Background: an optimization exercise with open tools, aiming at small area and few clock cycles per item. Do not read the settings as production practice. At most, simulation tests tie the RTL to the original design; equivalence was not proved. Function not checked in runs 1 to 4: the RTL went through the layout flow alone. Power and IR drop assume default switching activity.

<file path="flow/config.mk">
export PLATFORM = sky130hd
export DESIGN_NAME = temperature_band_statistics
export DESIGN_NICKNAME = temperature_band_statistics
export VERILOG_FILES = /design/flow/design.v
export SDC_FILE = /design/flow/constraint.sdc
export NUM_CORES = 4
export LEC_CHECK = 0
export CAP_MARGIN = 20
export CORE_MARGIN = 2
export CORE_UTILIZATION = 40
export SLEW_MARGIN = 20
</file>
<file path="flow/run.sh">
#!/bin/bash
# synth_recipe.tcl (not shown) runs the flow's synth.tcl, then flattens the netlist and writes it again
# the make line also repeats each setting of config.mk as NAME=value (left out here)
make -C /OpenROAD-flow-scripts/flow DESIGN_CONFIG=/design/flow/config.mk WORK_HOME=/design/flow/orfs CLKGATE_MAP_FILE= SYNTH_SCRIPT=/design/flow/synth_recipe.tcl finish
</file>
<file path="flow/constraint.sdc">
create_clock -name core_clock -period 6.0 [get_ports {clk_i}]
set_input_delay 1.2000 -clock core_clock [delete_from_list [all_inputs] [get_ports {clk_i}]]
set_output_delay 1.2000 -clock core_clock [all_outputs]
set_load 0.01 [all_outputs]
</file>
<file path="flow/design.v">
package tbs_pkg;
  localparam int CountMax = 65535;
  localparam logic [15:0] CntMax = 16'(CountMax);
  localparam logic [15:0] PosMax = 16'hFFFF;
  localparam logic [30:0] SumMax = 31'h7FFF_FFFF;
  localparam logic [14:0] LowestReset = 15'h7FFF;
  localparam logic [14:0] NormalLimitReset = 15'd464;
  localparam logic [14:0] WarningLimitReset = 15'd704;
  localparam logic [14:0] CriticalLimitReset = 15'd944;
  localparam logic [14:0] TripLevelReset = 15'd720;
  typedef enum logic [1:0] {
    CfgNormalLimit = 2'd0,
    CfgWarningLimit = 2'd1,
    CfgCriticalLimit = 2'd2,
    CfgTripLevel = 2'd3
  } cfg_idx_e;
  typedef enum logic {
    ActSample = 1'b0,
    ActClear = 1'b1
  } action_e;
  typedef struct packed {
    logic              action;
    logic signed [15:0] sample;
  } in_t;
  typedef struct packed {
    logic [14:0] min_seen;
    logic [14:0] max_seen;
    logic [30:0] total;
    logic [15:0] skipped_count;
    logic [15:0] normal_count;
    logic [15:0] warning_count;
    logic [15:0] critical_count;
    logic [15:0] shutdown_count;
    logic        trip_seen;
    logic [15:0] trip_index;
  } out_t;
  typedef struct packed {
    logic [14:0] normal_limit;
    logic [14:0] warning_limit;
    logic [14:0] critical_limit;
    logic [14:0] trip_level;
  } cfg_t;
  localparam out_t StatsReset = {
    LowestReset,   
    15'd0,         
    31'd0,         
    16'd0,         
    16'd0,         
    16'd0,         
    16'd0,         
    16'd0,         
    1'b0,          
    16'd0          
  };
endpackage
import tbs_pkg::*;
module tbs_cfg_regs (
  input  logic        clk_i,
  input  logic        rst_ni,
  input  logic        cfg_we_i,
  input  logic [1:0]  cfg_idx_i,
  input  logic [14:0] cfg_data_i,
  output tbs_pkg::cfg_t        cfg_o
);
  tbs_pkg::cfg_t cfg_d;
  tbs_pkg::cfg_t cfg_q;
  always_comb begin
    cfg_d = cfg_q;
    if (cfg_we_i) begin
      unique case (cfg_idx_i)
        CfgNormalLimit:   cfg_d.normal_limit = cfg_data_i;
        CfgWarningLimit:  cfg_d.warning_limit = cfg_data_i;
        CfgCriticalLimit: cfg_d.critical_limit = cfg_data_i;
        CfgTripLevel:     cfg_d.trip_level = cfg_data_i;
        default:          cfg_d = cfg_q;
      endcase
    end
  end
  always_ff @(posedge clk_i or negedge rst_ni) begin
    if (!rst_ni) begin
      cfg_q <= {NormalLimitReset, WarningLimitReset, CriticalLimitReset, TripLevelReset};
    end else begin
      cfg_q <= cfg_d;
    end
  end
  assign cfg_o = cfg_q;
endmodule
import tbs_pkg::*;
module tbs_stats (
  input  logic clk_i,
  input  logic rst_ni,
  input  logic accept_i,
  input  tbs_pkg::in_t  in_data_i,
  input  tbs_pkg::cfg_t cfg_i,
  output tbs_pkg::out_t res_o
);
  logic [14:0] min_q, max_q;
  logic [30:0] total_q;
  logic [15:0] skip_q, norm_q, warn_q, crit_q, shut_q;
  logic        trip_q;
  logic [15:0] pidx_q;
  logic        clr, skip, smp;
  logic [14:0] t;
  logic        in_normal, in_warning, in_critical, trip_hit;
  logic [15:0] lo_sum;
  logic [15:0] hi_sum;
  function automatic logic [15:0] sat_inc(input logic [15:0] v);
    sat_inc = (&v) ? v : v + 16'd1;
  endfunction
  assign clr  = in_data_i.action;
  assign skip = !clr && in_data_i.sample[15];
  assign smp  = !clr && !in_data_i.sample[15];
  assign t    = in_data_i.sample[14:0];
  assign in_normal   = t <= cfg_i.normal_limit;
  assign in_warning  = t <= cfg_i.warning_limit;
  assign in_critical = t <= cfg_i.critical_limit;
  assign trip_hit    = !trip_q && (t >= cfg_i.trip_level);
  assign lo_sum = {1'b0, total_q[14:0]} + {1'b0, t};
  assign hi_sum = sat_inc(total_q[30:15]);
  always_ff @(posedge clk_i or negedge rst_ni) begin
    if (!rst_ni) begin
      min_q   <= LowestReset;
      max_q   <= '0;
      total_q <= '0;
      skip_q  <= '0;
      norm_q  <= '0;
      warn_q  <= '0;
      crit_q  <= '0;
      shut_q  <= '0;
      trip_q  <= 1'b0;
      pidx_q  <= '0;
    end else if (accept_i) begin
      if (clr) begin
        min_q   <= LowestReset;
        max_q   <= '0;
        total_q <= '0;
        skip_q  <= '0;
        norm_q  <= '0;
        warn_q  <= '0;
        crit_q  <= '0;
        shut_q  <= '0;
        trip_q  <= 1'b0;
        pidx_q  <= '0;
      end else begin
        if (!trip_q && !(smp && trip_hit)) pidx_q <= sat_inc(pidx_q);
        if (skip) skip_q <= sat_inc(skip_q);
        if (smp) begin
          if (trip_hit) trip_q <= 1'b1;
          if (t < min_q) min_q <= t;
          if (t > max_q) max_q <= t;
          if (lo_sum[15] && (&total_q[30:15])) total_q <= '1;
          else total_q <= {lo_sum[15] ? hi_sum : total_q[30:15], lo_sum[14:0]};
          if (in_normal)        norm_q <= sat_inc(norm_q);
          else if (in_warning)  warn_q <= sat_inc(warn_q);
          else if (in_critical) crit_q <= sat_inc(crit_q);
          else                  shut_q <= sat_inc(shut_q);
        end
      end
    end
  end
  assign res_o = {min_q, max_q, total_q, skip_q, norm_q, warn_q, crit_q, shut_q,
                  trip_q, pidx_q & {16{trip_q}}};
endmodule
import tbs_pkg::*;
module tbs_out_reg (
  input  logic clk_i,
  input  logic rst_ni,
  input  logic in_valid_i,
  output logic in_ready_o,
  output logic accept_o,
  output logic out_valid_o,
  input  logic out_ready_i
);
  logic out_valid_q;
  assign in_ready_o = !out_valid_q || out_ready_i;
  assign accept_o   = in_valid_i && in_ready_o;
  always_ff @(posedge clk_i or negedge rst_ni) begin
    if (!rst_ni) begin
      out_valid_q <= 1'b0;
    end else if (in_ready_o) begin
      out_valid_q <= in_valid_i;
    end
  end
  assign out_valid_o = out_valid_q;
endmodule
import tbs_pkg::*;
module temperature_band_statistics (
  input  logic         clk_i,
  input  logic         rst_ni,
  input  logic         in_valid_i,
  output logic         in_ready_o,
  input  logic [16:0]  in_data_i,
  output logic         out_valid_o,
  input  logic         out_ready_i,
  output logic [157:0] out_data_o,
  input  logic         cfg_we_i,
  input  logic [1:0]   cfg_idx_i,
  input  logic [14:0]  cfg_data_i
);
  tbs_pkg::cfg_t cfg;
  tbs_pkg::in_t  in_data;
  tbs_pkg::out_t res;
  logic accept;
  assign in_data    = in_data_i;
  assign out_data_o = res;
  tbs_cfg_regs u_cfg (
    .clk_i,
    .rst_ni,
    .cfg_we_i,
    .cfg_idx_i,
    .cfg_data_i,
    .cfg_o (cfg)
  );
  tbs_out_reg u_out (
    .clk_i,
    .rst_ni,
    .in_valid_i,
    .in_ready_o,
    .accept_o (accept),
    .out_valid_o,
    .out_ready_i
  );
  tbs_stats u_stats (
    .clk_i,
    .rst_ni,
    .accept_i  (accept),
    .in_data_i (in_data),
    .cfg_i     (cfg),
    .res_o     (res)
  );
endmodule
</file>
==> summary.txt, run 1 <==
Finish
  – Layout cells sized above 1: around a tenth
  – Layout area overhead: 24.5%
  – Antenna cells: 0
  – FF+latch area: between 0.005 and 0.006 mm²
  – Multi-input combinational cell area: 0.00738 mm²
  – Filler cells: between 3000 and 4000
  – Most common cell after layout, fill and taps aside: clkdlybuf4s50_1
  – Post-layout net count: 1770
  – Commonest non-fill, non-tap cells in the layout: 196 x clkdlybuf4s50_1, 188 x dfrtp_1, 119 x inv_1
  – Final Instance Count excl. Fillers: approximately 2100

Drt
  – Met1 wire length: about 18000 µm
  – DRT antenna net count: 0
  – Total number of vias: around 12000
  – Highest metal used: met4
  – Wire length per cell: 18.0 µm
  – Post-route DRC: 0
  – DR WL met3: approximately 1700 µm
  – Final WL: about 38000 µm
  – Drt first pass iters: 4
  – Drt first-iter violations: 676
  – Vias per cell: roughly 5.6
  – Met2 Routed Length: between 15000 and 20000 µm

Logic synthesis
  – Post-Syn Area: ~0.014 mm²
  – EDFF count, synth: 0
  – Main flop type after synthesis: dfrtp_1
  – Syn. warnings: 3
  – Ys async rst share: 100%
  – Mapped Nets: between 1500 and 2000
  – Mapped Avg Cell Area: around 9.4 µm²
  – Library cells used by synthesis: between 70 and 80
  – Syn Inst Count: 1438
  – Seq cells post-synth: approximately 220
  – Register area share after synthesis: 40.7%

Floorplanning
  – Row count: 67
  – Core region area: roughly 0.033 mm²
  – Starting Density: around two fifths
  – IO Pins: ~200
  – Die Y: between 150 and 200 µm
  – DIE AREA: ~0.035 mm²
  – Die Wd: 188 µm

Setup path
  – CP max-delay cell: clkdlybuf4s50_1
  – Crit path cell chain: clkdlybuf4s50_1 -> ha_1 -> o21ai_0 -> o21ai_0 -> nand2_1 -> o21ai_2 -> a211o_1 -> a21oi_2 -> a221o_1
  – Highest net fanout along the worst path: 21
  – Arr. time, crit path: ~4700 ps
  – CP Data Required Time: 6430 ps
  – Delay-heaviest family, CP: compound AO/OA/AOI/OAI gates
  – WP buf/inv: 1
  – CP Class: input pin to flip-flop
  – Slowest stage delay, CP: 760 ps
  – Cell mode on critical path: o21ai_0
  – Crit end category: flip-flop
  – CP startpoint kind: input pin

STA
  – RSZ-0062 raised after global routing: no
  – Period utilization: a little over two thirds
  – Worst Max-Slew Pin Slew: 971 ps
  – Final Hold Vio Count: 0
  – Setup TNS: 0 ps
  – Max Slew Vio Count: 0
  – Final setup viols: 0
  – Fmax: ~240 MHz
  – Worst clock skew: 8.60 ps
  – Slew margin rel.: a little over a third
  – Min Tclk post-route: between 4000 and 5000 ps

GRT
  – Largest net degree at the start of global routing: 94
  – Initial antenna violation count: 0
  – GRT Total Usage: 21.1%
  – Vias in the first global route: between 10000 and 15000
  – First-pass GRT wire length: ~61000 µm
  – GRT overflow: 0

Pwr
  – Power per cell area: roughly 300 mW/mm²
  – Sequential Power Share: between 30% and 40%
  – Leak: ~7.4 nW
  – Switching pwr: ~0.0017 W
  – Clock power share: 31.4%
  – Combinational power share: 30.2%
  – Switching Fraction: between 30% and 40%
  – P_int: about 0.0034 W
  – Maximum vdd drop: about 210 µV

Clock network
  – Postcts setup bufs: 0
  – Clock insertion delay at the later pin of the skew report: 540 ps
  – Cts hold-fix bufs: 0
  – CTS tree: built
  – Cts bufs inserted: 27
  – CTS root buf: clkbuf_16
  – Resized Gates After CTS: 0
  – H-tree levels: 1
  – Clock Pin Slew Worst Setup and Hold Paths: roughly 60 ps
  – Clk buf depth: 3
  – CTS sink count: ~220

Place
  – IO buf count: just under 200
  – Hpwl dp: around 26000 µm
  – Placed insts: just over 2000
  – GP Congestion: ~0.83

Worst hold path
  – Min-Delay Path Class: flip-flop to flip-flop

Status
  – Status: timing/DRC/antenna clean

Flow run
  – Max_cap viols: 0
==> Yosys cell counts (all sizes together), types with 19 or more instances <==
master	instances	area, µm²
dfrtp	188	4700
dfstp	31	815
nand3	51	255
xor2	19	166
nand2	117	442
o21ai	78	402
clkbuf	42	158
nor2	72	270
ha	111	1390
a21o	23	173
and2	25	156
or4	40	300
and3	23	144
mux2	48	541
nand4	54	344
buf	22	120
a21oi	102	518
inv	119	447
mux2i	28	280
or3	20	125
o31ai	38	285
==> per-layer routing <==
metal / global-route usage (%) / up-vias
met5: 0 / -
met4: 5.15 / 0
met2: 33.7 / 227
li1: - / 5653
met1: 30.4 / 5660
met3: 2.75 / 53
==> power groups by stage <==
stage	Clock (W)	Sequential [W]	Combinational [W]
6_report	0.00158	0.00194	0.00152
3_3_place_gp	0	0.00195	0.00149
5_1_grt	0.00168	0.00197	0.00170
2_1_floorplan	0	0.00195	0.000859
3_5_place_dp	0	0.00196	0.00151
4_1_cts	0.00163	0.00194	0.00152
==> cell families (layout without fill, tap and decap cells) <==
logic type	count (synthesis)	in the layout	synth area share [%]
simple gates	474	474	18.7
xor+xnor	28	28	1.81
compound gates	346	346	17.1
mux	76	76	6.05
buf+inv	183	385	5.34
fa+ha+maj	112	112	10.4
flops	219	219	40.7
==> final cells by class <==
| cell class | instances | area share (%) |
|---|---|---|
| well taps | 448 | 3.32 |
| inverters | 119 | 2.64 |
| clock inverters | 9 | 0.289 |
| clock buffers | 41 | 4.85 |
| flip-flops and latches | 219 | 32.7 |
| repair buffers | 216 | 12.5 |
| multi-input cells | 1036 | 43.7 |
==> worst register-to-register path: cells and delay by family, from the launching register on <==
kind	cells	cell delay, ps
AOI/OAI and AO/OA	6	1450
and+or+nand+nor	1	570
DFF	1	510
adders and majority gates	1	290
buffers and inverters	2	230
==> sequential cells by signal (all words and copies together) (netlist names), 15 cells and up <==
signal and count:
u_stats.total_q 31, u_stats.max_q 15, u_stats.norm_q 16, u_stats.min_q 15
u_stats.crit_q 16, u_stats.shut_q 16, u_stats.warn_q 16, u_stats.pidx_q 16
u_stats.skip_q 16, u_cfg.cfg_q 60
==> metrics by stage <==
step	worst slack [ps]	power [W]	hold WS, ps	instance area, µm²	utilization [%]
final	1780	0.00504	496	16900	50.5
after global placement	1330	0.00344	470	16000	47.8
after CTS	1800	0.00509	500	16900	50.5
after detailed placement	1220	0.00347	491	16000	47.9
after global routing	1550	0.00535	516	16900	50.5
after floorplan	2680	0.00281	478	13600	-
==> worst paths after layout <==
path | startpoint | endpoint | slack, ps | cells past startpoint
worst min-delay path | u_stats.min_q[10] | u_stats.min_q[10] | 500 | 2
worst max register to register | u_cfg.cfg_q[53] | u_stats.warn_q[12] | 2870 | 10
worst min register to register | u_stats.min_q[10] | u_stats.min_q[10] | 500 | 2
min in group asynchronous | rst_ni | u_stats.crit_q[6] | 650 | 1
worst max-delay path | in_data_i[3] | u_stats.total_q[19] | 1780 | 9
max in group asynchronous | rst_ni | u_stats.total_q[7] | 3940 | 2
==> inputs of run 2 (changes only) <==
--- a/flow/design.v
+++ b/flow/design.v
@@ -94,72 +94,92 @@
   input  tbs_pkg::cfg_t cfg_i,
   output tbs_pkg::out_t res_o
 );
+  logic        fresh_q;
   logic [14:0] min_q, max_q;
-  logic [30:0] total_q;
+  logic [14:0] total_lo_q;
+  logic [15:0] total_hi_q;
   logic [15:0] skip_q, norm_q, warn_q, crit_q, shut_q;
   logic        trip_q;
   logic [15:0] pidx_q;
-  logic        clr, skip, smp;
+  logic        clr_a, skip_a, smp_a, wipe;
   logic [14:0] t;
   logic        in_normal, in_warning, in_critical, trip_hit;
-  logic [15:0] lo_sum;
-  logic [15:0] hi_sum;
-  function automatic logic [15:0] sat_inc(input logic [15:0] v);
-    sat_inc = (&v) ? v : v + 16'd1;
+  logic        lt_min, gt_max;
+  function automatic logic le15(input logic [14:0] a, input logic [14:0] b);
+    logic r;
+    r = 1'b1;
+    for (int i = 0; i < 15; i++) r = (!a[i] && b[i]) || (!a[i] && r) || (b[i] && r);
+    le15 = r;
   endfunction
-  assign clr  = in_data_i.action;
-  assign skip = !clr && in_data_i.sample[15];
-  assign smp  = !clr && !in_data_i.sample[15];
-  assign t    = in_data_i.sample[14:0];
-  assign in_normal   = t <= cfg_i.normal_limit;
-  assign in_warning  = t <= cfg_i.warning_limit;
-  assign in_critical = t <= cfg_i.critical_limit;
-  assign trip_hit    = !trip_q && (t >= cfg_i.trip_level);
-  assign lo_sum = {1'b0, total_q[14:0]} + {1'b0, t};
-  assign hi_sum = sat_inc(total_q[30:15]);
+  function automatic logic [15:0] cnt_next(input logic [15:0] v, input logic en,
+                                           input logic wp);
+    logic c;
+    c = en && !(&v);
+    cnt_next[0] = wp ? en : v[0] ^ c;
+    c = c && v[0];
+    for (int i = 1; i < 16; i++) begin
+      cnt_next[i] = !wp && (v[i] ^ c);
+      c = c && v[i];
+    end
+  endfunction
+  assign t      = in_data_i.sample[14:0];
+  assign clr_a  = accept_i && in_data_i.action;
+  assign skip_a = accept_i && !in_data_i.action && in_data_i.sample[15];
+  assign smp_a  = accept_i && !in_data_i.action && !in_data_i.sample[15];
+  assign wipe   = clr_a || fresh_q;
+  assign in_normal   = le15(t, cfg_i.normal_limit);
+  assign in_warning  = le15(t, cfg_i.warning_limit);
+  assign in_critical = le15(t, cfg_i.critical_limit);
+  assign trip_hit    = le15(cfg_i.trip_level, t);
+  assign lt_min      = !le15(min_q, t);
+  assign gt_max      = !le15(t, max_q);
+  logic [14:0] addend, lo_sum;
+  logic        lo_c, ovf;
+  always_comb begin
+    logic c;
+    addend = smp_a ? t : 15'd0;
+    c = 1'b0;
+    for (int i = 0; i < 15; i++) begin
+      lo_sum[i] = total_lo_q[i] ^ addend[i] ^ c;
+      c = (total_lo_q[i] && addend[i]) || (c && (total_lo_q[i] ^ addend[i]));
+    end
+    lo_c = c;
+  end
+  assign ovf = lo_c && (&total_hi_q) && !fresh_q;
   always_ff @(posedge clk_i or negedge rst_ni) begin
     if (!rst_ni) begin
-      min_q   <= LowestReset;
-      max_q   <= '0;
-      total_q <= '0;
-      skip_q  <= '0;
-      norm_q  <= '0;
-      warn_q  <= '0;
-      crit_q  <= '0;
-      shut_q  <= '0;
-      trip_q  <= 1'b0;
-      pidx_q  <= '0;
-    end else if (accept_i) begin
-      if (clr) begin
-        min_q   <= LowestReset;
-        max_q   <= '0;
-        total_q <= '0;
-        skip_q  <= '0;
-        norm_q  <= '0;
-        warn_q  <= '0;
-        crit_q  <= '0;
-        shut_q  <= '0;
-        trip_q  <= 1'b0;
-        pidx_q  <= '0;
+      fresh_q    <= 1'b1;
+      total_lo_q <= '0;
+      trip_q     <= 1'b0;
+    end else begin
+      if (accept_i) fresh_q <= 1'b0;
+      if (clr_a) begin
+        total_lo_q <= '0;
+        trip_q     <= 1'b0;
       end else begin
-        if (!trip_q && !(smp && trip_hit)) pidx_q <= sat_inc(pidx_q);
-        if (skip) skip_q <= sat_inc(skip_q);
-        if (smp) begin
-          if (trip_hit) trip_q <= 1'b1;
-          if (t < min_q) min_q <= t;
-          if (t > max_q) max_q <= t;
-          if (lo_sum[15] && (&total_q[30:15])) total_q <= '1;
-          else total_q <= {lo_sum[15] ? hi_sum : total_q[30:15], lo_sum[14:0]};
-          if (in_normal)        norm_q <= sat_inc(norm_q);
-          else if (in_warning)  warn_q <= sat_inc(warn_q);
-          else if (in_critical) crit_q <= sat_inc(crit_q);
-          else                  shut_q <= sat_inc(shut_q);
-        end
+        total_lo_q <= lo_sum | {15{ovf}};
+        trip_q     <= trip_q || (smp_a && trip_hit);
       end
     end
   end
-  assign res_o = {min_q, max_q, total_q, skip_q, norm_q, warn_q, crit_q, shut_q,
-                  trip_q, pidx_q & {16{trip_q}}};
+  always_ff @(posedge clk_i) begin
+    if (smp_a && (fresh_q || lt_min)) min_q <= t;
+    else if (wipe)                    min_q <= LowestReset;
+    if (smp_a && (fresh_q || gt_max)) max_q <= t;
+    else if (wipe)                    max_q <= '0;
+    total_hi_q <= clr_a ? '0 : cnt_next(total_hi_q, lo_c, fresh_q);
+    skip_q <= clr_a ? '0 : cnt_next(skip_q, skip_a, fresh_q);
+    norm_q <= clr_a ? '0 : cnt_next(norm_q, smp_a && in_normal, fresh_q);
+    warn_q <= clr_a ? '0 : cnt_next(warn_q, smp_a && !in_normal && in_warning, fresh_q);
+    crit_q <= clr_a ? '0 : cnt_next(crit_q, smp_a && !in_normal && !in_warning && in_critical,
+                                    fresh_q);
+    shut_q <= clr_a ? '0 : cnt_next(shut_q, smp_a && !in_normal && !in_warning && !in_critical,
+                                    fresh_q);
+    pidx_q <= clr_a ? '0 : cnt_next(pidx_q, (skip_a || smp_a) && !trip_q &&
+                                    !(smp_a && trip_hit), fresh_q);
+  end
+  assign res_o = {min_q, max_q, total_hi_q, total_lo_q,
+                  skip_q, norm_q, warn_q, crit_q, shut_q, trip_q, pidx_q & {16{trip_q}}};
 endmodule
 import tbs_pkg::*;
 module tbs_out_reg (
==> flow/flow/run.sh (new file) <==
#!/bin/bash
# Own flow: the standard layout (standard.sh, unchanged synthesis), with
#  - port buffers made with the smallest buffer (buf_1) instead of the one buffer_ports picks,
#  - clock tree from small clock buffers, without dummy loads.
set -euo pipefail
export BUFFER_PORTS_ARGS="-buffer_cell sky130_fd_sc_hd__buf_1"
export CTS_ARGS="-sink_clustering_enable -repair_clock_nets -dont_use_dummy_load -buf_list sky130_fd_sc_hd__clkbuf_4"
bash standard.sh > standard_make.log 2>&1
==> flow/standard.sh (new file) <==
#!/bin/bash
# synth_recipe.tcl (not shown) runs the flow's synth.tcl, then flattens the netlist and writes it again
# the make line also repeats each setting of config.mk as NAME=value (left out here)
make -C /OpenROAD-flow-scripts/flow DESIGN_CONFIG=/design/flow/config.mk WORK_HOME=/design/flow/orfs CLKGATE_MAP_FILE= SYNTH_SCRIPT=/design/flow/synth_recipe.tcl "${@:-finish}"
removed: flow/run.sh
==> summary.txt, run 2 <==
Setup path
  – Slowest stage delay, CP: 400 ps (-360 ps)
  – WP buf/inv: 5 (+4)
  – CP Data Required Time: 6550 ps (+120 ps)
  – CP max-delay cell: fa_2
  – Cell mode on critical path: ha_4
  – Highest net fanout along the worst path: 2 (-90%)
  – CP startpoint kind: input pin
  – Crit end category: flip-flop
  – CP Class: input pin to flip-flop
  – Delay-heaviest family, CP: adder cells
  – Arr. time, crit path: 9300 ps (+4650 ps)

STA
  – Final Hold Vio Count: 0 (unchanged)
  – Worst clock skew: 65.7 ps (+57.1 ps)
  – Min Tclk post-route: 8760 ps (+4540 ps)
  – Max Slew Vio Count: 0 (unchanged)
  – Worst Max-Slew Pin Slew: 979 ps (+8.03 ps)
  – RSZ-0062 raised after global routing: yes
  – Period utilization: 146% (+76 points)
  – Final setup viols: 31 (+31)
  – Slew margin rel.: 34.5% (-0.72 points)
  – Setup WS post-layout: -2760 ps (-4540 ps)
  – Hold slack: 497 ps (+0.369 ps)
  – Fmax: 114 MHz (-52%)

Clock network
  – Clk buf depth: 3 (unchanged)
  – H-tree levels: 2 (+1)
  – CTS tree: built
  – Clock Pin Slew Worst Setup and Hold Paths: 60 ps (about the same)
  – Cts bufs inserted: 59 (+120%)
  – Clock insertion delay at the later pin of the skew report: 680 ps (+140 ps)
  – CTS sink count: 220 (+0.46%)
  – CTS root buf: clkbuf_4

Place
  – Placed insts: 1494 (-27%)
  – GP Congestion: 0.836 (+0.50%)
  – IO buf count: 198 (unchanged)
  – Hpwl dp: 21500 µm (-17%)

Drt
  – Drt first pass iters: 7 (+3)
  – Drt first-iter violations: 422 (-38%)
  – Post-route DRC: 0 (unchanged)
  – Total number of vias: 8145 (-30%)
  – Wire length per cell: 18.4 µm (+2.4%)
  – Vias per cell: 5.23 (-5.8%)
  – Final WL: 28700 µm (-24%)
  – DRT antenna net count: 0 (unchanged)

Logic synthesis
  – EDFF count, synth: 30 (+30)
  – Register area share after synthesis: 48.2% (+7.5 points)
  – Main flop type after synthesis: dfxtp_1
  – Top-area cell type share of the netlist area: 21.1% (-14 points)
  – Post-Syn Area: 0.0106 mm² (-22%)
  – Most common cell in the synthesized netlist: dfxtp_1
  – Area leader, netlist: dfxtp_1
  – Ys async rst share: 35.5% (-65 points)
  – Mapped Avg Cell Area: 11.2 µm² (+19%)
  – Mapped Nets: 1105 (-30%)
  – Top post-synthesis cells by area: dfxtp_1 21%, dfrtp_1 14%, ha_1 12%
  – Seq cells post-synth: 220 (+0.46%)
  – Syn Inst Count: 946 (-34%)
  – Top cells by count, synth: 112 x dfxtp_1, 106 x ha_1, 101 x and3_1
  – Syn. warnings: 3 (unchanged)
  – Library cells used by synthesis: 67 (-13%)

GRT
  – GRT Total Usage: 20.3% (-0.80 points)
  – GRT overflow: 0 (unchanged)
  – First-pass GRT wire length: 45000 µm (-26%)
  – Initial antenna violation count: 1 (+1)
  – Largest net degree at the start of global routing: 108 (+15%)
  – Vias in the first global route: 7947 (-29%)

Pwr
  – Pwr Total: 0.00328 W (-35%)
  – Power per cell area: 256 mW/mm² (-14%)
  – Maximum vdd drop: 125 µV (-41%)
  – Leak: 5.88 nW (-20%)

Finish
  – Most common cell after layout, fill and taps aside: buf_1
  – Post-layout net count: 1383 (-22%)
  – Filler cells: 2470 (-20%)
  – Layout cells sized above 1: 21.5% (+11 points)
  – Commonest non-fill, non-tap cells in the layout: 197 x buf_1, 112 x dfxtp_1, 100 x and3_1
  – Final Instance Count excl. Fillers: 1558 (-25%)
  – Layout area overhead: 20.7%
  – Largest register FFs: 60 (unchanged)
  – Largest Register: u_cfg.cfg_q

Floorplanning
  – Starting Density: 40.7% (+0.18 points)
  – Row count: 59 (-12%)
  – IO Pins: 199 (unchanged)
  – Die Wd: 167 µm (-11%)
  – Die Y: 167 µm (-11%)
  – Core region area: 0.0261 mm² (-22%)
  – DIE AREA: 0.0279 mm² (-21%)

Flow run
  – Max_cap viols: 0 (unchanged)

Status
  – Violated checks: setup timing
  – Status: complete, but fails checks

Worst hold path
  – Min-Delay Path Class: flip-flop to flip-flop
## run 2: changes by cell type in the layout (fill, tap and decap cells not counted), moves of 48 or more
cell	change
a21oi_1	-87
and3_1	+77
buf_1	+197
clkbuf_4	+60
clkdlybuf4s50_1	-196
dfrtp_1	-127
dfxtp_1	+112
inv_1	-95
nand2_1	-76
nand3_1	-48
o21ai_0	-56
## run 2: metrics by stage
step	setup TNS (ps)	setup slack (ps)	utilization, %	instance area (µm²)
floorplan	-52210	-3220	-	10900
global placement	-59450	-3370	47.2	12300
detailed placement	-62730	-3490	47.2	12300
CTS	-37850	-2690	49.0	12800
global route	-43530	-2920	49.2	12800
finish	-39790	-2760	49.2	12800
## run 2: cell families after synthesis
logic type	after synthesis	share of synthesized area (%)
fa+ha+maj	148	17.9
mux	56	5.93
compound gates	94	6.36
buf+inv	81	3.05
xor+xnor	7	0.578
flops	220	48.2
simple gates	340	18.0
## run 2: path summary, 6_finish.rpt
path / endpoint / slack (ps) / start / cells past startpoint
max: u_stats.total_hi_q[15] / -2760 / out_ready_i / 42
min: u_cfg.cfg_q[30] / 500 / u_cfg.cfg_q[30] / 1
max reg2reg: u_stats.total_hi_q[15] / -2460 / u_out.out_valid_q / 41
min reg2reg: u_cfg.cfg_q[30] / 500 / u_cfg.cfg_q[30] / 1
max in group asynchronous: u_cfg.cfg_q[29] / 4740 / rst_ni / 2
min in group asynchronous: u_cfg.cfg_q[34] / 680 / rst_ni / 2
## run 2: timing repair
| action | in CTS | in global routing |
|---|---|---|
| hold buffers | 0 | 0 |
| gates resized for setup | 3 | 7 |
| gates cloned | 0 | 0 |
| endpoints found under the setup margin | 31 | 33 |
| buffers inserted | 2 | 2 |
## run 2: where the power goes
group          leakage [nW]  switching (W)  internal [W]  total, W
Sequential             2.08       0.000115       0.00165   0.00176
Clock                 0.271       0.000539      0.000442  0.000980
Combinational          3.52       0.000281      0.000253  0.000534
Total                  5.88       0.000935       0.00234   0.00328
## run 2: worst reg2reg max path: cells and delay by family (launching register included)
| family | cells | cell delay, ps |
|---|---|---|
| XOR/XNOR | 1 | 140 |
| adder cells (fa/ha/maj) | 30 | 7060 |
| buffers and inverters | 4 | 190 |
| flip-flops | 1 | 380 |
| AND/OR/NAND/NOR | 6 | 540 |
## run 2: area by class of cell
class	count	area (µm²)	share of cell area, %
Sequential cell	220	5120	39.9
Multi-Input combinational cell	645	5460	42.6
Inverter	36	135	1.05
Timing Repair Buffer	262	1240	9.70
Antenna cell	1	2.50	0.0195
Clock buffer	59	443	3.46
Tap cell	335	419	3.27
## run 2: routing by layer
metal / wire length, µm / part of all wire [%] / global-route usage, % / vias up
met5: 0 / 0 / 0 / -
met4: 711 / 2.5 / 6.82 / 0
met3: 1900 / 6.6 / 5.28 / 57
met2: 13300 / 46 / 33.0 / 237
met1: 12800 / 45 / 26.5 / 3856
li1: - / - / - / 3995
==> inputs of run 3 (changes only) <==
==> flow/run.sh (new file) <==
#!/bin/bash
# synth_recipe.tcl (not shown) runs the flow's synth.tcl, then flattens the netlist and writes it again
# the make line also repeats each setting of config.mk as NAME=value (left out here)
make -C /OpenROAD-flow-scripts/flow DESIGN_CONFIG=/design/flow/config.mk WORK_HOME=/design/flow/orfs CLKGATE_MAP_FILE= SYNTH_SCRIPT=/design/flow/synth_recipe.tcl finish
removed: flow/flow/run.sh
removed: flow/standard.sh
==> summary.txt, run 3 <==
Logic synthesis
  – Syn. warnings: 3 (unchanged)
  – Largest family of logic cells by synthesized area: simple AND/OR/NAND/NOR gates
  – Most common cell in the synthesized netlist: dfxtp_1
  – Register area share after synthesis: 48.2% (unchanged)
  – Mapped Avg Cell Area: 11.2 µm² (unchanged)
  – Main flop type after synthesis: dfxtp_1
  – Top cells by count, synth: 112 x dfxtp_1, 106 x ha_1, 101 x and3_1
  – Multiplexer share of the synthesized area: 5.93% (unchanged)
  – Synth Area in Adders: 17.9% (unchanged)
  – Synth Area in Simple Gates: 18.0% (unchanged)
  – Top-area cell type share of the netlist area: 21.1% (unchanged)
  – EDFF count, synth: 30 (unchanged)
  – Seq cells post-synth: 220 (unchanged)
  – Mapped Nets: 1105 (unchanged)
  – Synth Area in XOR/XNOR: 0.577% (unchanged)
  – Area leader, netlist: dfxtp_1
  – Compound-Gate Fraction of Synth Area: 6.36% (unchanged)
  – Ys async rst share: 35.5% (unchanged)
  – Post-Syn Area: 0.0106 mm² (unchanged)
  – Syn Inst Count: 946 (unchanged)
  – Top post-synthesis cells by area: dfxtp_1 21%, dfrtp_1 14%, ha_1 12%
  – Library cells used by synthesis: 67 (unchanged)

Setup path
  – CP Data Required Time: 6390 ps (-160 ps)
  – Crit end category: flip-flop
  – Cell mode on critical path: ha_4
  – Arr. time, crit path: 9290 ps (about the same)
  – Highest net fanout along the worst path: 2 (unchanged)
  – CP max-delay cell: fa_2
  – CP startpoint kind: input pin
  – CP Class: input pin to flip-flop
  – Slowest stage delay, CP: 390 ps (about the same)

Clock network
  – H-tree levels: 1 (-1)
  – Clock insertion delay at the later pin of the skew report: 520 ps (-160 ps)
  – Clock Pin Slew Worst Setup and Hold Paths: 60 ps (about the same)
  – Cts bufs inserted: 25 (-58%)
  – CTS root buf: clkbuf_16
  – CTS tree: built
  – CTS sink count: 220 (unchanged)
  – Cts hold-fix bufs: 0 (unchanged)
  – Clk buf depth: 3 (unchanged)

Drt
  – Vias per cell: 5.28 (+0.99%)
  – Drt first pass iters: 5 (-2)
  – DRT antenna net count: 0 (unchanged)
  – Final WL: 29200 µm (+1.8%)
  – Drt first-iter violations: 456 (+8.1%)
  – Wire length per cell: 18.8 µm (+2.3%)
  – Total number of vias: 8189 (+0.54%)
  – Post-route DRC: 0 (unchanged)

GRT
  – Initial antenna violation count: 0 (-1)
  – Vias in the first global route: 8100 (+1.9%)
  – GRT overflow: 0 (unchanged)
  – First-pass GRT wire length: 46400 µm (+3.1%)
  – GRT Total Usage: 20.9% (+0.57 points)
  – Largest net degree at the start of global routing: 107 (-0.93%)

STA
  – Final Hold Vio Count: 0 (unchanged)
  – RSZ-0062 raised after global routing: yes
  – Setup WS post-layout: -2900 ps (-146 ps)
  – Slew margin rel.: 35.1% (+0.63 points)
  – Max Slew Vio Count: 0 (unchanged)
  – Min Tclk post-route: 8900 ps (+146 ps)
  – Final setup viols: 31 (unchanged)
  – Period utilization: 148% (+2.4 points)
  – Worst Max-Slew Pin Slew: 970 ps (-9.38 ps)
  – Hold slack: 498 ps (+1.72 ps)
  – Worst clock skew: 15.9 ps (-49.8 ps)
  – Fmax: 112 MHz (-1.6%)

Floorplanning
  – Core region area: 0.0261 mm² (unchanged)
  – DIE AREA: 0.0279 mm² (unchanged)
  – Row count: 59 (unchanged)
  – Die Y: 167 µm (unchanged)
  – IO Pins: 199 (unchanged)
  – Starting Density: 40.7% (unchanged)
  – Die Wd: 167 µm (unchanged)

Finish
  – Layout cells sized above 1: 21.5% (-0.058 points)
  – Antenna cells: 0 (-1)
  – Final instance area: 0.0146 mm² (+14%)
  – Filler cells: 2274 (-7.9%)
  – Post-layout net count: 1356 (-2.0%)
  – Largest Register: u_cfg.cfg_q
  – Layout area overhead: 37.2%
  – Commonest non-fill, non-tap cells in the layout: 180 x clkdlybuf4s50_1, 112 x dfxtp_1, 100 x and3_1
  – Largest register FFs: 60 (unchanged)
  – Most common cell after layout, fill and taps aside: clkdlybuf4s50_1
  – Final Instance Count excl. Fillers: 1551 (-0.45%)

Place
  – IO buf count: 198 (unchanged)
  – Hpwl dp: 22100 µm (+2.6%)
  – GP Congestion: 0.858 (+2.6%)
  – Placed insts: 1498 (+0.27%)
  – Placed Area: 0.0136 mm² (+10%)

Worst hold path
  – Min-Delay Path Class: flip-flop to flip-flop

Status
  – Violated checks: setup timing
  – Status: complete, but fails checks

Flow run
  – Max_cap viols: 0 (unchanged)

Pwr
  – Leak: 6.60 nW (+12%)
  – Power per cell area: 268 mW/mm² (+4.8%)
  – Maximum vdd drop: 182 µV (+45%)
[run 3: critical path, delay by kind of cell]
kind          cells  cell delay [ps]
simple gates      6              600
fa+ha+maj        30             7030
buf+inv           5              280
xor+xnor          1              130
[run 3: timing repair]
action,4_1_cts,5_1_grt
endpoints found under the hold margin,0,0
setup buffers,3,4
resized for setup,33,22
pin swaps,3,5
setup endpoints to repair,38,43
[run 3: cell type report]
cell class | instances | area (µm²) | area share [%]
Clock buffer | 45 | 823 | 5.65
Sequential cell | 220 | 5120 | 35.1
Clock inverter | 1 | 8.76 | 0.0601
Tap cell | 335 | 419 | 2.88
Timing Repair Buffer | 269 | 2540 | 17.5
Multi-Input combinational cell | 645 | 5520 | 37.9
Inverter | 36 | 135 | 0.928
[run 3: path summary, 6_finish.rpt]
path / startpoint / end / slack (ps) / cells past startpoint
setup / recovery: out_ready_i / u_stats.total_hi_q[15] / -2900 / 42
min in group asynchronous: rst_ni / u_cfg.cfg_q[34] / 730 / 1
hold / removal: u_cfg.cfg_q[30] / u_cfg.cfg_q[30] / 500 / 1
setup reg to reg: u_out.out_valid_q / u_stats.total_hi_q[15] / -2460 / 41
max in group asynchronous: rst_ni / u_cfg.cfg_q[28] / 4770 / 1
hold reg to reg: u_cfg.cfg_q[30] / u_cfg.cfg_q[30] / 500 / 1
[run 3: cells by family after synthesis]
logic type	after synthesis
buffers and inverters	81
AO/OA/AOI/OAI	94
XOR/XNOR	7
AND/OR/NAND/NOR	340
flip-flops	220
adder cells (fa/ha/maj)	148
multiplexers	56
[run 3: routing by layer]
layer  global-route usage, %  up-vias  share of wire, %
li1                        -     3937                 -
met1                    28.2     3997                45
met2                    34.6      220                47
met3                    4.35       35               6.2
met4                    4.84        0               1.8
met5                       0        -                 0
[run 3: per-stage QoR]
step,utilization [%],setup TNS (ps),worst slack (ps),total power [W]
floorplan,-,-52210,-3220,0.00208
global placement,52.1,-75710,-3710,0.00239
detailed placement,52.1,-77950,-3800,0.00240
CTS,55.5,-41990,-2890,0.00395
global route,55.9,-49430,-3090,0.00410
finish,55.9,-44410,-2900,0.00390
[run 3: power breakdown]
part / internal (W) / switching, W / total (W)
registers: 0.00165 / 0.000122 / 0.00177
logic: 0.000336 / 0.000287 / 0.000623
clock network: 0.000922 / 0.000588 / 0.00151
total: 0.00291 / 0.000997 / 0.00390
==> inputs of run 4 (changes only) <==
--- a/flow/design.v
+++ b/flow/design.v
@@ -113,12 +113,12 @@
   endfunction
   function automatic logic [15:0] cnt_next(input logic [15:0] v, input logic en,
                                            input logic wp);
-    logic c;
-    c = en && !(&v);
-    cnt_next[0] = wp ? en : v[0] ^ c;
-    c = c && v[0];
-    for (int i = 1; i < 16; i++) begin
-      cnt_next[i] = !wp && (v[i] ^ c);
+    logic g, c;
+    g = en && !(&v);
+    c = g;
+    for (int i = 0; i < 16; i++) begin
+      if (i == 8) c = g && (&v[7:0]);
+      cnt_next[i] = (i == 0) ? (wp ? en : v[i] ^ c) : (!wp && (v[i] ^ c));
       c = c && v[i];
     end
   endfunction
@@ -136,16 +136,40 @@
   logic [14:0] addend, lo_sum;
   logic        lo_c, ovf;
   always_comb begin
-    logic c;
+    logic c, c0, c1;
+    logic [14:8] s0, s1;
     addend = smp_a ? t : 15'd0;
     c = 1'b0;
-    for (int i = 0; i < 15; i++) begin
+    for (int i = 0; i < 8; i++) begin
       lo_sum[i] = total_lo_q[i] ^ addend[i] ^ c;
       c = (total_lo_q[i] && addend[i]) || (c && (total_lo_q[i] ^ addend[i]));
     end
-    lo_c = c;
+    c0 = 1'b0;
+    c1 = 1'b1;
+    for (int i = 8; i < 15; i++) begin
+      s0[i] = total_lo_q[i] ^ addend[i] ^ c0;
+      c0 = (total_lo_q[i] && addend[i]) || (c0 && (total_lo_q[i] ^ addend[i]));
+      s1[i] = total_lo_q[i] ^ addend[i] ^ c1;
+      c1 = (total_lo_q[i] && addend[i]) || (c1 && (total_lo_q[i] ^ addend[i]));
+    end
+    lo_sum[14:8] = c ? s1 : s0;
+    lo_c = c ? c1 : c0;
   end
   assign ovf = lo_c && (&total_hi_q) && !fresh_q;
+  logic [15:0] hi_next;
+  always_comb begin
+    logic g, c;
+    g = lo_c && !(&total_hi_q);
+    c = g;
+    for (int i = 0; i < 16; i++) begin
+      if (i == 4)  c = g && (&total_hi_q[3:0]);
+      if (i == 8)  c = g && (&total_hi_q[7:0]);
+      if (i == 12) c = g && (&total_hi_q[11:0]);
+      hi_next[i] = (i == 0) ? (fresh_q ? 1'b0 : total_hi_q[i] ^ c)
+                            : (!fresh_q && (total_hi_q[i] ^ c));
+      c = c && total_hi_q[i];
+    end
+  end
   always_ff @(posedge clk_i or negedge rst_ni) begin
     if (!rst_ni) begin
       fresh_q    <= 1'b1;
@@ -167,7 +191,7 @@
     else if (wipe)                    min_q <= LowestReset;
     if (smp_a && (fresh_q || gt_max)) max_q <= t;
     else if (wipe)                    max_q <= '0;
-    total_hi_q <= clr_a ? '0 : cnt_next(total_hi_q, lo_c, fresh_q);
+    total_hi_q <= clr_a ? '0 : hi_next;
     skip_q <= clr_a ? '0 : cnt_next(skip_q, skip_a, fresh_q);
     norm_q <= clr_a ? '0 : cnt_next(norm_q, smp_a && in_normal, fresh_q);
     warn_q <= clr_a ? '0 : cnt_next(warn_q, smp_a && !in_normal && in_warning, fresh_q);
==> flow/flow/run.sh (new file) <==
#!/bin/bash
# Own flow: the standard layout (standard.sh, unchanged synthesis), with
#  - port buffers made with the smallest buffer (buf_1) instead of the one buffer_ports picks,
#  - clock tree from small clock buffers, without dummy loads.
set -euo pipefail
export BUFFER_PORTS_ARGS="-buffer_cell sky130_fd_sc_hd__buf_1"
export CTS_ARGS="-sink_clustering_enable -repair_clock_nets -dont_use_dummy_load -buf_list sky130_fd_sc_hd__clkbuf_4"
bash standard.sh > standard_make.log 2>&1
==> flow/standard.sh (new file) <==
#!/bin/bash
# synth_recipe.tcl (not shown) runs the flow's synth.tcl, then flattens the netlist and writes it again
# the make line also repeats each setting of config.mk as NAME=value (left out here)
make -C /OpenROAD-flow-scripts/flow DESIGN_CONFIG=/design/flow/config.mk WORK_HOME=/design/flow/orfs CLKGATE_MAP_FILE= SYNTH_SCRIPT=/design/flow/synth_recipe.tcl "${@:-finish}"
removed: flow/run.sh
==> summary.txt, run 4 <==
Setup path
  – Crit end category: flip-flop
  – Highest net fanout along the worst path: 4 (+2)
  – CP Data Required Time: 6510 ps (+120 ps)
  – Cell mode on critical path: fa_2
  – Slowest stage delay, CP: 380 ps (about the same)
  – Arr. time, crit path: 7230 ps (-2060 ps)
  – CP startpoint kind: input pin
  – CP Class: input pin to flip-flop
  – CP max-delay cell: fa_2

Drt
  – Post-route DRC: 0 (unchanged)
  – Drt first pass iters: 5 (unchanged)
  – Wire length per cell: 18.3 µm (-3.0%)
  – DRT antenna net count: 0 (unchanged)
  – Total number of vias: 8293 (+1.3%)
  – Drt first-iter violations: 385 (-16%)
  – Final WL: 28300 µm (-3.2%)
  – Vias per cell: 5.36 (+1.5%)

Pwr
  – Maximum vdd drop: 117 µV (-36%)
  – Combinational power share: 15.4% (-0.6 points)
  – Switching Fraction: 28.7% (+3.1 points)
  – Switching pwr: 0.000933 W (-6.4%)
  – Clock power share: 30.6% (-8.1 points)
  – Leak: 5.67 nW (-14%)
  – Sequential Power Share: 54.1% (+8.8 points)
  – Power per cell area: 258 mW/mm² (-3.7%)
  – P_int: 0.00232 W (-20%)

Logic synthesis
  – Ys async rst share: 35.5% (unchanged)
  – Syn. warnings: 3 (unchanged)
  – Top cells by count, synth: 112 x dfxtp_1, 99 x ha_1, 96 x and3_1
  – Register area share after synthesis: 47.8% (-0.38 points)
  – Main flop type after synthesis: dfxtp_1
  – Seq cells post-synth: 220 (unchanged)
  – Area leader, netlist: dfxtp_1
  – Library cells used by synthesis: 77 (+15%)
  – Post-Syn Area: 0.0107 mm² (+0.80%)
  – EDFF count, synth: 30 (unchanged)
  – Top post-synthesis cells by area: dfxtp_1 21%, dfrtp_1 14%, ha_1 12%
  – Top-area cell type share of the netlist area: 21.0% (-0.17 points)
  – Most common cell in the synthesized netlist: dfxtp_1
  – Mapped Nets: 1116 (+1.0%)
  – Mapped Avg Cell Area: 11.1 µm² (-1.2%)
  – Syn Inst Count: 965 (+2.0%)

Clock network
  – H-tree levels: 2 (+1)
  – Clock insertion delay at the later pin of the skew report: 690 ps (+170 ps)
  – Cts bufs inserted: 60 (+140%)
  – Clock Pin Slew Worst Setup and Hold Paths: 50 ps (about the same)
  – CTS root buf: clkbuf_4
  – CTS sink count: 220 (unchanged)
  – CTS tree: built
  – Clk buf depth: 3 (unchanged)
  – Cts hold-fix bufs: 0 (unchanged)
  – Postcts setup bufs: 0 (-3)

Floorplanning
  – DIE AREA: 0.0281 mm² (+0.78%)
  – Core region area: 0.0261 mm² (+0.28%)
  – IO Pins: 199 (unchanged)
  – Die Y: 168 µm (+0.39%)
  – Die Wd: 168 µm (+0.39%)
  – Row count: 59 (unchanged)
  – Starting Density: 41.0% (+0.21 points)

STA
  – Min Tclk post-route: 6720 ps (-2180 ps)
  – Fmax: 149 MHz (+33%)
  – Hold slack: 503 ps (+4.36 ps)
  – Max Slew Vio Count: 0 (unchanged)
  – Worst clock skew: 85.8 ps (+69.9 ps)
  – Slew margin rel.: 43.3% (+8.2 points)
  – Worst Max-Slew Pin Slew: 848 ps (-122 ps)
  – Final Hold Vio Count: 0 (unchanged)
  – RSZ-0062 raised after global routing: yes
  – Setup TNS: -15220 ps (+29190 ps)
  – Final setup viols: 31 (unchanged)
  – Setup WS post-layout: -719 ps (+2180 ps)
  – Period utilization: 112% (-36 points)

GRT
  – Initial antenna violation count: 1 (+1)
  – Largest net degree at the start of global routing: 98 (-8.4%)
  – GRT overflow: 0 (unchanged)
  – GRT Total Usage: 20.0% (-0.95 points)
  – Vias in the first global route: 8216 (+1.4%)
  – First-pass GRT wire length: 44800 µm (-3.6%)

Finish
  – Commonest non-fill, non-tap cells in the layout: 197 x buf_1, 112 x dfxtp_1, 95 x and3_1
  – Final Instance Count excl. Fillers: 1547 (-0.26%)
  – FF+latch area: 0.00512 mm² (unchanged)
  – Fin util: 48.3% (-7.6 points)
  – Most common cell after layout, fill and taps aside: buf_1
  – Filler cells: 2458 (+8.1%)
  – Largest Register: u_cfg.cfg_q
  – Post-layout net count: 1364 (+0.59%)
  – Multi-input combinational cell area: 0.00553 mm² (+0.18%)
  – Layout cells sized above 1: 19.7% (-1.7 points)
  – Layout area overhead: 17.9%
  – Final instance area: 0.0126 mm² (-13%)
  – Largest register FFs: 60 (unchanged)

Flow run
  – Max_cap viols: 0 (unchanged)

Status
  – Status: complete, but fails checks
  – Violated checks: setup timing

Place
  – Placed insts: 1486 (-0.80%)
  – GP Congestion: 0.824 (-4.0%)
  – Placed Area: 0.0121 mm² (-11%)
  – IO buf count: 198 (unchanged)
  – Hpwl dp: 20700 µm (-6.3%)

Worst hold path
  – Min-Delay Path Class: flip-flop to flip-flop
-- run 4: cell types whose count changed after synthesis, moves of 6 or more --
cell,before,now
nor2_1,53,81
and2_1,33,17
nor4_1,19,5
xnor2_1,7,17
a21oi_1,12,19
clkbuf_1,40,33
ha_1,106,99
maj3_1,21,14
nor3_1,2,9
nor3_2,1,8
o21ai_0,16,9
o221ai_1,7,1
-- run 4: per-layer routing --
layer	wire length [µm]	vias to the layer above	part of all wire (%)	GRT usage, %
met4	675	0	2.4	6.73
met2	12700	265	45	30.7
li1	-	3961	-	-
met5	0	-	0	0
met1	12800	4013	45	27.7
met3	2070	54	7.3	4.85
-- run 4: what timing repair did --
item	4_1_cts	5_1_grt
pin swaps	3	0
setup endpoints to repair	31	31
resized for setup	6	0
-- run 4: power groups by stage --
stage | combinational [W] | clock [W] | sequential, W
final | 0.000501 | 0.000995 | 0.00176
after global routing | 0.000561 | 0.00112 | 0.00178
after CTS | 0.000506 | 0.00104 | 0.00176
after detailed placement | 0.000503 | 0 | 0.00179
after global placement | 0.000494 | 0 | 0.00179
after floorplan | 0.000320 | 0 | 0.00177
-- run 4: stage by stage --
stage	worst slack [ps]	total power (W)
finish	-719	0.00326
global placement	-1370	0.00228
detailed placement	-1440	0.00229
global route	-850	0.00346
CTS	-690	0.00330
floorplan	-1380	0.00209
-- run 4: worst paths after layout --
check / startpoint / end / slack, ps / depth (start not counted)
worst max-delay path: out_ready_i / u_stats.total_hi_q[15] / -720 / 31
worst max register to register: u_out.out_valid_q / u_stats.total_hi_q[15] / -440 / 30
min in group asynchronous: rst_ni / u_cfg.cfg_q[25] / 690 / 2
worst min-delay path: u_cfg.cfg_q[0] / u_cfg.cfg_q[0] / 500 / 1
worst min register to register: u_cfg.cfg_q[0] / u_cfg.cfg_q[0] / 500 / 1
max in group asynchronous: rst_ni / u_cfg.cfg_q[28] / 4780 / 2
-- run 4: critical path, delay by kind of cell --
kind          cells  cell delay (ps)
mux               1              140
simple gates      7              670
fa+ha+maj        17             4820
buf+inv           5              260
xor+xnor          1              130
-- run 4: final cells by class --
cell class,instances,area share [%]
antenna,1,0.0198
inverter,33,0.982
timing repair buffer,228,7.74
clock buffer,60,3.57
multi-input combinational,670,43.8
tap,335,3.32
sequential,220,40.6
-- run 4: logic make-up (layout without fill, tap and decap cells) --
kind of cell,count (synthesis),count (layout),synth area share (%)
XOR/XNOR,17,17,1.39
buffers and inverters,75,321,2.86
AO/OA/AOI/OAI,99,99,6.93
other,0,1,0
AND/OR/NAND/NOR,362,362,18.8
flip-flops,220,220,47.8
adder cells (fa/ha/maj),134,134,16.2
multiplexers,58,58,6.09
==> inputs of run 5 (changes only) <==
--- a/flow/design.v
+++ b/flow/design.v
@@ -152,8 +152,8 @@
       s1[i] = total_lo_q[i] ^ addend[i] ^ c1;
       c1 = (total_lo_q[i] && addend[i]) || (c1 && (total_lo_q[i] ^ addend[i]));
     end
-    lo_sum[14:8] = c ? s1 : s0;
-    lo_c = c ? c1 : c0;
+    lo_sum[14:8] = (s1 & {7{c}}) | (s0 & {7{!c}});
+    lo_c = (c1 & c) | (c0 & !c);
   end
   assign ovf = lo_c && (&total_hi_q) && !fresh_q;
   logic [15:0] hi_next;
==> summary.txt, run 5 <==
Floorplanning
  – Core region area: 0.0268 mm² (+2.6%)
  – Die Wd: 169 µm (+0.60%)
  – DIE AREA: 0.0284 mm² (+1.2%)
  – Starting Density: 40.4% (-0.53 points)
  – Row count: 60 (+1.7%)
  – Die Y: 169 µm (+0.60%)
  – IO Pins: 199 (unchanged)

Pwr
  – Leak: 5.79 nW (+2.1%)
  – Maximum vdd drop: 116 µV (-0.27%)
  – Power per cell area: 266 mW/mm² (+3.1%)

Place
  – IO buf count: 198 (unchanged)
  – GP Congestion: 0.870 (+5.6%)
  – Hpwl dp: 20500 µm (-0.81%)
  – Placed insts: 1489 (+0.20%)
  – DP Worst Slack: 6.06 ps (+1440 ps)

Setup path
  – CP Class: input pin to flip-flop
  – Arr. time, crit path: 5890 ps (-1340 ps)
  – CP startpoint kind: input pin
  – Highest net fanout along the worst path: 4 (unchanged)
  – Crit end category: flip-flop
  – CP Data Required Time: 6500 ps (about the same)

Clock network
  – CTS sink count: 220 (unchanged)
  – Resized Gates After CTS: 0 (-6)
  – Clock insertion delay at the later pin of the skew report: 650 ps (-40 ps)
  – Cts hold-fix bufs: 0 (unchanged)
  – Cts bufs inserted: 66 (+10%)
  – CTS root buf: clkbuf_4
  – CTS tree: built
  – Clk buf depth: 3 (unchanged)
  – H-tree levels: 3 (+1)
  – Postcts setup bufs: 0 (unchanged)
  – Clock Pin Slew Worst Setup and Hold Paths: 60 ps (about the same)

Drt
  – Final WL: 28000 µm (-1.1%)
  – Drt first-iter violations: 462 (+20%)
  – Vias per cell: 5.29 (-1.3%)
  – Post-route DRC: 0 (unchanged)
  – Wire length per cell: 18.0 µm (-1.7%)
  – Total number of vias: 8239 (-0.65%)
  – DRT antenna net count: 0 (unchanged)
  – Drt first pass iters: 5 (unchanged)

Logic synthesis
  – Mapped Avg Cell Area: 11.1 µm² (+0.19%)
  – Mapped Nets: 1132 (+1.4%)
  – Area leader, netlist: dfxtp_1
  – Register area share after synthesis: 47.2% (-0.58 points)
  – EDFF count, synth: 30 (unchanged)
  – Top cells by count, synth: 112 x dfxtp_1, 99 x ha_1, 92 x and3_1
  – Seq cells post-synth: 220 (unchanged)
  – Syn. warnings: 3 (unchanged)
  – Main flop type after synthesis: dfxtp_1
  – Syn Inst Count: 975 (+1.0%)
  – Top-area cell type share of the netlist area: 20.7% (-0.25 points)
  – Library cells used by synthesis: 68 (-12%)
  – Ys async rst share: 35.5% (unchanged)
  – Most common cell in the synthesized netlist: dfxtp_1
  – Top post-synthesis cells by area: dfxtp_1 21%, dfrtp_1 14%, ha_1 11%
  – Post-Syn Area: 0.0108 mm² (+1.2%)

STA
  – Final Hold Vio Count: 0 (unchanged)
  – Period utilization: 89.8% (-22 points)
  – Setup TNS: 0 ps (+15220 ps)
  – Min Tclk post-route: 5390 ps (-1330 ps)
  – Worst clock skew: 80.8 ps (-5.02 ps)
  – Fmax: 186 MHz (+25%)
  – Max Slew Vio Count: 0 (unchanged)
  – Setup WS post-layout: 614 ps (+1330 ps)
  – Worst Max-Slew Pin Slew: 980 ps (+132 ps)
  – Final setup viols: 0 (-100%)
  – Slew margin rel.: 34.5% (-8.8 points)
  – RSZ-0062 raised after global routing: no

Worst hold path
  – Min-Delay Path Class: input pin to async pin

Flow run
  – Max_cap viols: 0 (unchanged)

GRT
  – GRT Total Usage: 19.7% (-0.25 points)
  – Initial antenna violation count: 2 (+1)
  – GRT overflow: 0 (unchanged)
  – Vias in the first global route: 8147 (-0.84%)
  – Largest net degree at the start of global routing: 99 (+1.0%)
  – First-pass GRT wire length: 44200 µm (-1.3%)

Finish
  – Layout area overhead: 15.3%
  – Fin util: 46.6% (-1.7 points)
  – Most common cell after layout, fill and taps aside: buf_1
  – FF+latch area: 0.00512 mm² (unchanged)
  – Commonest non-fill, non-tap cells in the layout: 197 x buf_1, 112 x dfxtp_1, 99 x ha_1
  – Final Instance Count excl. Fillers: 1557 (+0.65%)
  – Post-layout net count: 1373 (+0.66%)
  – Multi-input combinational cell area: 0.00540 mm² (-2.2%)
  – Filler cells: 2575 (+4.8%)
  – Largest Register: u_cfg.cfg_q
  – Layout cells sized above 1: 15.2% (-4.5 points)
  – Largest register FFs: 60 (unchanged)

Status
  – Status: timing/DRC/antenna clean
==> run 5: kinds of logic after synthesis <==
kind of cell    after synthesis  synth area share, %
xor+xnor                     17                 1.37
flops                       220                 47.2
compound gates              108                 7.08
fa+ha+maj                   141                 17.1
mux                          67                 6.90
simple gates                336                 17.2
buf+inv                      86                 3.15
==> run 5: critical path: stages <==
cell      delay, ps
buf_1            60
nand2b_1        220
nand3_4         120
nor2_1           50
ha_1            170
inv_1            70
fa_1            160
inv_1            50
fa_1            370
fa_1            400
fa_1            400
fa_1            400
fa_1            400
fa_1            420
mux2i_1         190
or2_2           360
nor3_1          160
ha_1            180
ha_1            150
ha_1            220
and3_1          160
==> run 5: final cells by class <==
| type | instances | share of cell area, % |
|---|---|---|
| multi-input combinational | 669 | 43.3 |
| sequential | 220 | 41.0 |
| timing repair buffer | 216 | 7.06 |
| clock buffer | 66 | 3.97 |
| tap | 341 | 3.42 |
| inverter | 43 | 1.29 |
| antenna | 2 | 0.0401 |
==> run 5: final timing paths <==
kind | depth (start not counted) | slack, ps | end | startpoint
min in group core_clock | 1 | 500 | u_cfg.cfg_q[16] | u_cfg.cfg_q[16]
max in group asynchronous | 2 | 4370 | u_cfg.cfg_q[41] | rst_ni
worst max-delay path | 21 | 610 | u_stats.total_hi_q[14] | out_ready_i
worst min-delay path | 1 | 440 | u_cfg.cfg_q[16] | rst_ni
worst min register to register | 1 | 500 | u_cfg.cfg_q[16] | u_cfg.cfg_q[16]
worst max register to register | 20 | 990 | u_stats.total_hi_q[14] | u_out.out_valid_q
==> run 5: stage by stage <==
| step | hold WS, ps | cell area [µm²] | power [W] |
|---|---|---|---|
| final | 439 | 12500 | 0.00332 |
| after global routing | 393 | 12500 | 0.00354 |
| after CTS | 381 | 12500 | 0.00338 |
| after detailed placement | 488 | 12000 | 0.00230 |
| after global placement | 484 | 12000 | 0.00229 |
| after floorplan | 471 | 10900 | 0.00211 |
==> run 5: report_power, final <==
group / total, W / switching (W) / internal (W)
Sequential: 0.00176 / 0.000113 / 0.00165
Clock: 0.00105 / 0.000554 / 0.000498
Combinational: 0.000507 / 0.000276 / 0.000231
==> run 5: per-layer routing <==
metal / track usage, % / share of wire, % / up-vias
met5: 0 / 0.046 / -
met4: 7.91 / 3.3 / 2
met3: 5.12 / 6.2 / 67
met2: 31.8 / 46 / 263
met1: 25.4 / 45 / 3930
li1: - / - / 3977
Testbench counts of run 5, summed over its fixed seeds: cycles 32,008, items 32,000.
==> inputs of run 6 (changes only) <==
==> flow/flow/run.sh (replaced) <==
#!/bin/bash
# Own flow: the standard layout (standard.sh, unchanged synthesis), with
#  - port buffers made with the smallest buffer (buf_1) instead of the one buffer_ports picks,
#  - clock tree from small clock buffers, without dummy loads.
set -euo pipefail
export BUFFER_PORTS_ARGS="-buffer_cell sky130_fd_sc_hd__buf_1"
export CTS_ARGS="-sink_clustering_enable -repair_clock_nets -dont_use_dummy_load -buf_list sky130_fd_sc_hd__clkbuf_8 -sink_clustering_size 12 -sink_clustering_max_diameter 50"
bash standard.sh > standard_make.log 2>&1
==> summary.txt, run 6 <==
Clock network
  – H-tree levels: 1 (-2)
  – Postcts setup bufs: 0 (unchanged)
  – CTS sink count: 220 (unchanged)
  – CTS tree: built
  – Resized Gates After CTS: 0 (unchanged)
  – CTS root buf: clkbuf_8
  – Clk buf depth: 3 (unchanged)
  – Clock insertion delay at the later pin of the skew report: 590 ps (-60 ps)
  – Cts hold-fix bufs: 0 (unchanged)
  – Clock Pin Slew Worst Setup and Hold Paths: 60 ps (about the same)
  – Cts bufs inserted: 29 (-56%)

Worst hold path
  – Min-Delay Path Class: input pin to async pin

Logic synthesis
  – Ys async rst share: 35.5% (unchanged)
  – Seq cells post-synth: 220 (unchanged)
  – Main flop type after synthesis: dfxtp_1
  – Mapped Avg Cell Area: 11.1 µm² (unchanged)
  – Top post-synthesis cells by area: dfxtp_1 21%, dfrtp_1 14%, ha_1 11%
  – Mapped Nets: 1132 (unchanged)
  – Post-Syn Area: 0.0108 mm² (unchanged)
  – Syn. warnings: 3 (unchanged)
  – Top cells by count, synth: 112 x dfxtp_1, 99 x ha_1, 92 x and3_1
  – EDFF count, synth: 30 (unchanged)
  – Most common cell in the synthesized netlist: dfxtp_1
  – Top-area cell type share of the netlist area: 20.7% (unchanged)
  – Register area share after synthesis: 47.2% (unchanged)
  – Syn Inst Count: 975 (unchanged)
  – Library cells used by synthesis: 68 (unchanged)
  – Area leader, netlist: dfxtp_1

Finish
  – Largest Register: u_cfg.cfg_q
  – Commonest non-fill, non-tap cells in the layout: 197 x buf_1, 112 x dfxtp_1, 99 x ha_1
  – Most common cell after layout, fill and taps aside: buf_1
  – Layout cells sized above 1: 12.6% (-2.7 points)
  – Final instance area: 0.0124 mm² (-0.80%)
  – Antenna cells: 0 (-2)
  – Layout area overhead: 14.4%
  – Post-layout net count: 1337 (-2.6%)
  – Largest register FFs: 60 (unchanged)
  – Filler cells: 2549 (-1.0%)

Floorplanning
  – Die Y: 169 µm (unchanged)
  – Row count: 60 (unchanged)
  – Core region area: 0.0268 mm² (unchanged)
  – Starting Density: 40.4% (unchanged)
  – DIE AREA: 0.0284 mm² (unchanged)
  – IO Pins: 199 (unchanged)
  – Die Wd: 169 µm (unchanged)

STA
  – Fmax: 185 MHz (-0.34%)
  – Period utilization: 90.1% (+0.30 points)
  – Max Slew Vio Count: 0 (unchanged)
  – Setup TNS: 0 ps (unchanged)
  – RSZ-0062 raised after global routing: no
  – Final Hold Vio Count: 0 (unchanged)
  – Min Tclk post-route: 5400 ps (+18.2 ps)
  – Final setup viols: 0 (unchanged)
  – Slew margin rel.: 35.1% (+0.53 points)
  – Worst clock skew: 74.2 ps (-6.60 ps)
  – Setup WS post-layout: 596 ps (-18.2 ps)
  – Hold slack: 493 ps (+53.7 ps)
  – Worst Max-Slew Pin Slew: 972 ps (-7.88 ps)

Drt
  – Drt first pass iters: 5 (unchanged)
  – DRT antenna net count: 0 (unchanged)
  – Drt first-iter violations: 528 (+14%)
  – Wire length per cell: 18.2 µm (+1.3%)
  – Total number of vias: 7964 (-3.3%)
  – Post-route DRC: 0 (unchanged)
  – Vias per cell: 5.24 (-0.92%)
  – Final WL: 27700 µm (-1.2%)

Flow run
  – Max_cap viols: 0 (unchanged)

Place
  – Placed Area: 0.0120 mm² (unchanged)
  – DP Worst Slack: 6.06 ps (unchanged)
  – GP Congestion: 0.870 (unchanged)
  – IO buf count: 198 (unchanged)
  – Hpwl dp: 20500 µm (unchanged)

GRT
  – GRT overflow: 0 (unchanged)
  – Vias in the first global route: 7847 (-3.7%)
  – Initial antenna violation count: 2 (unchanged)
  – First-pass GRT wire length: 43700 µm (-1.1%)
  – Largest net degree at the start of global routing: 99 (unchanged)
  – GRT Total Usage: 19.3% (-0.38 points)

Pwr
  – Leak: 5.70 nW (-1.6%)
  – Pwr Total: 0.00320 W (-3.6%)
  – Maximum vdd drop: 171 µV (+47%)
  – Power per cell area: 259 mW/mm² (-2.8%)

Setup path
  – Arr. time, crit path: 5830 ps (-60 ps)
  – CP Data Required Time: 6430 ps (-70 ps)
  – CP Class: input pin to flip-flop
  – Highest net fanout along the worst path: 4 (unchanged)
  – Crit end category: flip-flop
  – CP startpoint kind: input pin

Status
  – Status: timing/DRC/antenna clean
[run 6: cell count changes in the layout (fill, tap and decap cells not counted)]
cell      delta
a31oi_2      -1
clkbuf_4    -66
a31oi_1      +1
clkbuf_8    +29
diode_2      -2
buf_4        +1
[run 6: metrics by stage]
| step | util, % | std cells |
|---|---|---|
| 2_1_floorplan | - | 975 |
| 3_3_place_gp | 44.7 | 1489 |
| 3_5_place_dp | 44.7 | 1489 |
| 4_1_cts | 46.2 | 1518 |
| 5_1_grt | 46.2 | 1519 |
| 6_report | 46.2 | 1519 |
[run 6: worst max-delay path, stage by stage]
cell	delay (ps)
buf_1	60
nand2b_1	220
nand3_4	120
nor2_1	50
ha_1	170
inv_1	70
fa_1	160
inv_1	50
fa_1	370
fa_1	400
fa_1	400
fa_1	400
fa_1	400
fa_1	420
mux2i_1	200
or2_2	360
nor3_1	170
ha_1	180
ha_1	140
ha_1	150
xnor2_1	110
nor2_1	50
[run 6: final timing paths]
path	startpoint	end	slack [ps]	cells past startpoint
min in group core_clock	u_cfg.cfg_q[16]	u_cfg.cfg_q[16]	500	1
worst max-delay path	out_ready_i	u_stats.total_hi_q[11]	600	22
worst min register to register	u_cfg.cfg_q[16]	u_cfg.cfg_q[16]	500	1
worst max register to register	u_out.out_valid_q	u_stats.total_hi_q[11]	990	21
worst min-delay path	rst_ni	u_cfg.cfg_q[2]	490	1
max in group asynchronous	rst_ni	u_cfg.cfg_q[43]	4340	2
[run 6: power by group]
group | total, W | switching [W] | internal (W)
Combinational | 0.000508 | 0.000276 | 0.000231
Sequential | 0.00176 | 0.000112 | 0.00165
Clock | 0.000935 | 0.000510 | 0.000425
Total | 0.00320 | 0.000898 | 0.00230
[run 6: final cells by class]
cell class / count / area [µm²] / area share [%]
Tap cell: 341 / 427 / 3.44
Inverter: 43 / 161 / 1.30
Multi-Input combinational cell: 669 / 5400 / 43.6
Timing Repair Buffer: 217 / 890 / 7.18
Sequential cell: 220 / 5120 / 41.3
Clock buffer: 29 / 399 / 3.22
[run 6: kinds of logic (layout without fill, tap and decap cells)]
group	count (synthesis)	count (layout)	synth area share (%)
AO/OA/AOI/OAI	108	108	7.08
XOR/XNOR	17	17	1.37
adder cells (fa/ha/maj)	141	141	17.1
buffers and inverters	86	289	3.15
flip-flops	220	220	47.2
multiplexers	67	67	6.90
AND/OR/NAND/NOR	336	336	17.2
[run 6: layer usage]
metal	track usage [%]	vias to the layer above	wire length, µm
li1	-	3879	-
met1	25.6	3816	12400
met2	31.7	226	12700
met3	4.51	41	1820
met4	5.70	2	689
met5	0	-	13

what the ideal ports hide:
How much do the figures lean on ideal ports? The routed layouts below were timed once more, with nothing changed but the port constraints.
Step 1 (the two cells are an assumption about what drives the block):
set clk [get_ports {clk_i}]
set_driving_cell -lib_cell sky130_fd_sc_hd__clkbuf_16 $clk
set_driving_cell -lib_cell sky130_fd_sc_hd__buf_2 [delete_from_list [all_inputs] $clk]
Step 2 also shifts input and output timing later by t, the mid clock arrival at the registers, as if the neighbouring blocks saw the same clock.
a / b / c = ideal / step 1 / step 2; a / b = the first two.
run | t (ns) | setup WS [ns] | hold WS [ns] | pins driven straight from the clock port
run 1 | 0.595 | 1.780 / 1.815 / 1.220 | 0.496 / 0.496 / 0.496 | 1
run 2 | 0.690 | -2.758 / -2.767 / -3.457 | 0.497 / 0.497 / 0.497 | 1
run 3 | 0.561 | -2.903 / -2.919 / -3.480 | 0.498 / 0.498 / 0.498 | 1
run 4 | 0.695 | -0.719 / -0.700 / -1.395 | 0.503 / 0.503 / 0.503 | 1
run 5 | 0.650 | 0.614 / 0.633 / -0.017 | 0.439 / 0.425 / 0.500 | 1
run 6 | 0.595 | 0.596 / 0.618 / 0.023 | 0.493 / 0.475 / 0.503 | 1
Met with ideal ports but missed after step 2: setup timing in run 5. The setup slack of run 2, which loses most, moves by -0.009 ns with the drivers and by -0.699 ns with both steps.
